This design comes from an exercise in tuning for small area and a short achievable clock period on the open sky130 flow, not from production work. Function was checked by simulation only, so behaviour that the tests miss may differ from the original. Power figures rest on the tool's default switching activity, not on a simulated workload.

## try-maple
// memory_mc_top
module memory_mc_top (
  input  logic         clk,
  input  logic         res,
  input  logic [3:0]   ch_valid,
  output logic [3:0]   ch_ready,
  input  logic [3:0]   ch_wr_rd,
  input  logic [27:0]  ch_addr,
  input  logic [127:0] ch_wdata,
  input  logic [15:0]  ch_wstrb,
  output logic [127:0] ch_rdata,
  output logic [3:0]   ch_rvalid,
  output logic [3:0]   ch_err
);
clock: 5.5 ns
lec_check: 0
cap_margin: 20
core_margin: 2
core_utilization: 55
cts_cluster_diameter: 60
cts_cluster_size: 30
place_density: 0.8
setup_slack_margin: 3.0
slew_margin: 20
synth_hierarchical: 1
synth_minimum_keep_size: 0
tns_end_percent: 0
standard.sh (not shown) runs the stock make flow with config.mk's settings and CLKGATE_MAP_FILE= SYNTH_SCRIPT=/design/flow/synth_recipe.tcl, a recipe that flattens the netlist after the stock synthesis.
==> flow/flow/run.sh <==
#!/bin/bash
# Standard ORFS layout, but ports are buffered with a plain buf_1 instead of
# the delay-cell buffer buffer_ports picks by default.
set -euo pipefail
export BUFFER_PORTS_ARGS="-buffer_cell sky130_fd_sc_hd__buf_1"
bash standard.sh finish > orfs_make.log 2>&1
Inputs modified between try-maple and try-delta:
--- a/flow/design.v
+++ b/flow/design.v
@@ -115,37 +115,39 @@
     for (int h = 0; h < NHi; h++) begin
       grp[h] = '0;
       for (int l = 0; l < NLo; l++) begin
         grp[h] = grp[h] | (mem[(h*NLo + l)*WIDTH +: WIDTH] & {WIDTH{lo_sel[l]}});
       end
     end
     for (int k = 0; k < NHi / 2; k++) begin
       part_n[k*WIDTH +: WIDTH] = ~((grp[2*k] & {WIDTH{hi_sel[2*k]}}) |
                                    (grp[2*k+1] & {WIDTH{hi_sel[2*k+1]}}));
     end
   end
 endmodule
-module memory_mc_rdor #(
+module memory_mc_rdout #(
   parameter int unsigned WIDTH = 32,
   parameter int unsigned NPART = 4
 ) (
   input  logic [NPART*WIDTH-1:0] part_n,
-  output logic [WIDTH-1:0]       rd
+  input  logic                   load,
+  input  logic [WIDTH-1:0]       q,
+  output logic [WIDTH-1:0]       d
 );
   always_comb begin
     for (int b = 0; b < WIDTH; b++) begin
       logic all_n;
       all_n = 1'b1;
       for (int k = 0; k < NPART; k++) all_n = all_n & part_n[k*WIDTH + b];
-      rd[b] = ~all_n;
+      d[b] = load ? ~all_n : q[b];
     end
   end
 endmodule
 module memory_mc #(
   parameter int unsigned WIDTH      = 32,
   parameter int unsigned DEPTH      = 64,
   parameter int unsigned ADDR_WIDTH = 7,
   parameter int unsigned NUM_CH     = 4,
   parameter int unsigned RD_LAT     = 1
 ) (
   input  logic                         clk,
   input  logic                         res,
@@ -226,61 +228,52 @@
     .lo(lo_wr), .hi(hi_sel), .strb(strb_sel), .wen(wen)
   );
   logic [DEPTH*WIDTH-1:0] mem_q;
   always_ff @(posedge clk) begin
     for (int w = 0; w < DEPTH; w++) begin
       for (int b = 0; b < NumBytes; b++) begin
         if (wen[w*NumBytes + b]) begin
           mem_q[w*WIDTH + 8*b +: 8] <= wdata_sel[8*b +: 8];
         end
       end
     end
   end
-  logic [NHi/2*WIDTH-1:0]  rd_part_n;
-  logic [NUM_CH*WIDTH-1:0] rd_word;    
+  logic [NHi/2*WIDTH-1:0] rd_part_n;
   memory_mc_rdmux #(.WIDTH(WIDTH), .NLo(NLo), .NHi(NHi)) u_rd (
     .mem(mem_q), .lo_sel(lo_sel), .hi_sel(hi_rd), .part_n(rd_part_n)
   );
-  for (genvar gi = 0; gi < NUM_CH; gi++) begin : g_rdor
-    memory_mc_rdor #(.WIDTH(WIDTH), .NPART(NHi / 2)) u_rdor (
-      .part_n(rd_part_n), .rd(rd_word[gi*WIDTH +: WIDTH])
+  logic [NUM_CH-1:0]       rvalid_q, err_q;
+  logic [NUM_CH*WIDTH-1:0] rdata_q, rdata_d;
+  for (genvar gi = 0; gi < NUM_CH; gi++) begin : g_rdout
+    memory_mc_rdout #(.WIDTH(WIDTH), .NPART(NHi / 2)) u_rdout (
+      .part_n(rd_part_n), .load(gnt_d[gi] & ~ch_wr_rd[gi]),
+      .q(rdata_q[gi*WIDTH +: WIDTH]), .d(rdata_d[gi*WIDTH +: WIDTH])
     );
   end
-  logic [NUM_CH-1:0]       rvalid_q, err_q, has_q;
-  logic [NUM_CH*WIDTH-1:0] rdata_q;
   always_ff @(posedge clk or negedge res) begin
     if (!res) begin
       rvalid_q <= '0;
       err_q    <= '0;
-      has_q    <= '0;
+      rdata_q  <= '0;
     end else begin
       for (int i = 0; i < NUM_CH; i++) begin
         rvalid_q[i] <= gnt_d[i] & ~ch_wr_rd[i];
         err_q[i]    <= gnt_d[i] & oor[i];
-        if (gnt_d[i] && !ch_wr_rd[i]) has_q[i] <= 1'b1;
       end
-    end
-  end
-  always_ff @(posedge clk) begin
-    for (int i = 0; i < NUM_CH; i++) begin
-      if (gnt_d[i] && !ch_wr_rd[i]) rdata_q[i*WIDTH +: WIDTH] <= rd_word[i*WIDTH +: WIDTH];
-    end
-  end
-  always_comb begin
-    for (int i = 0; i < NUM_CH; i++) begin
-      ch_rdata[i*WIDTH +: WIDTH] = rdata_q[i*WIDTH +: WIDTH] & {WIDTH{has_q[i]}};
+      rdata_q <= rdata_d;
     end
   end
   assign ch_rvalid = rvalid_q;
   assign ch_err    = err_q;
+  assign ch_rdata  = rdata_q;
 endmodule
 module memory_mc_top (
   input  logic         clk,
   input  logic         res,
   input  logic [3:0]   ch_valid,
   output logic [3:0]   ch_ready,
   input  logic [3:0]   ch_wr_rd,
   input  logic [27:0]  ch_addr,
   input  logic [127:0] ch_wdata,
   input  logic [15:0]  ch_wstrb,
   output logic [127:0] ch_rdata,
   output logic [3:0]   ch_rvalid,
--- outcome ---
- The via count in try-delta sits about 0.7% below the value recorded for try-maple.
- try-delta ended with more filler-free cell count of the finished design than try-maple.
- Sequential share of layout area was higher in try-maple than in try-delta.
- Diff try-maple -> try-delta: cell area fell 0.59%; layout-stage area growth over the synthesis result now sits lower.
- try-delta: final cycle utilization of the critical path is 1.7 points higher than what try-maple reported.
- Of try-delta and try-maple, it is try-delta that has the higher synthesized netlist cell count.
- Against try-maple, maximum number of pins on one net before global-route repair in try-delta fell by more than 10%.
- Summary of the comparison: total design power is higher in try-delta, relative to try-maple.
- try-delta against try-maple: height of the die shows no meaningful change, global-route met1 utilization decreased 0.83 points.
- Run comparison: try-delta worst setup path category reg2reg; try-maple worst setup path category in2reg
- Global-route usage: try-delta vs try-maple down 0.24 points
- The share of power burned in combinational logic reported for try-delta is greater than that of try-maple by 1.1 points.
- Relative to try-maple, combinational power has gone up in try-delta.

## re-timing with driven ports
The results above use ideal ports. As a check the final layouts listed here were re-extracted and re-timed, cells and wires unchanged.
Step 1, drivers: a clkbuf_16 drives clk and a buf_2 each remaining input, both assumed.
Step 2 also shifts input and output timing later by t, the mid clock arrival at the registers, as if the neighbouring blocks saw the same clock.
a / b / c = ideal ports / drivers / drivers and shift; a / b = the first two.
| run | t, ns | setup slack, ns | pins driven straight from the clock port |
|---|---|---|---|
| try-maple | 0.841 | 2.423 / 2.273 / 1.432 | 1 |
| try-delta | 0.881 | 2.331 / 2.331 / 1.511 | 1 |
After both steps every run listed still meets setup and hold. For try-maple, which loses most, drivers alone change the setup slack by -0.150 ns; drivers and shift together by -0.991 ns.
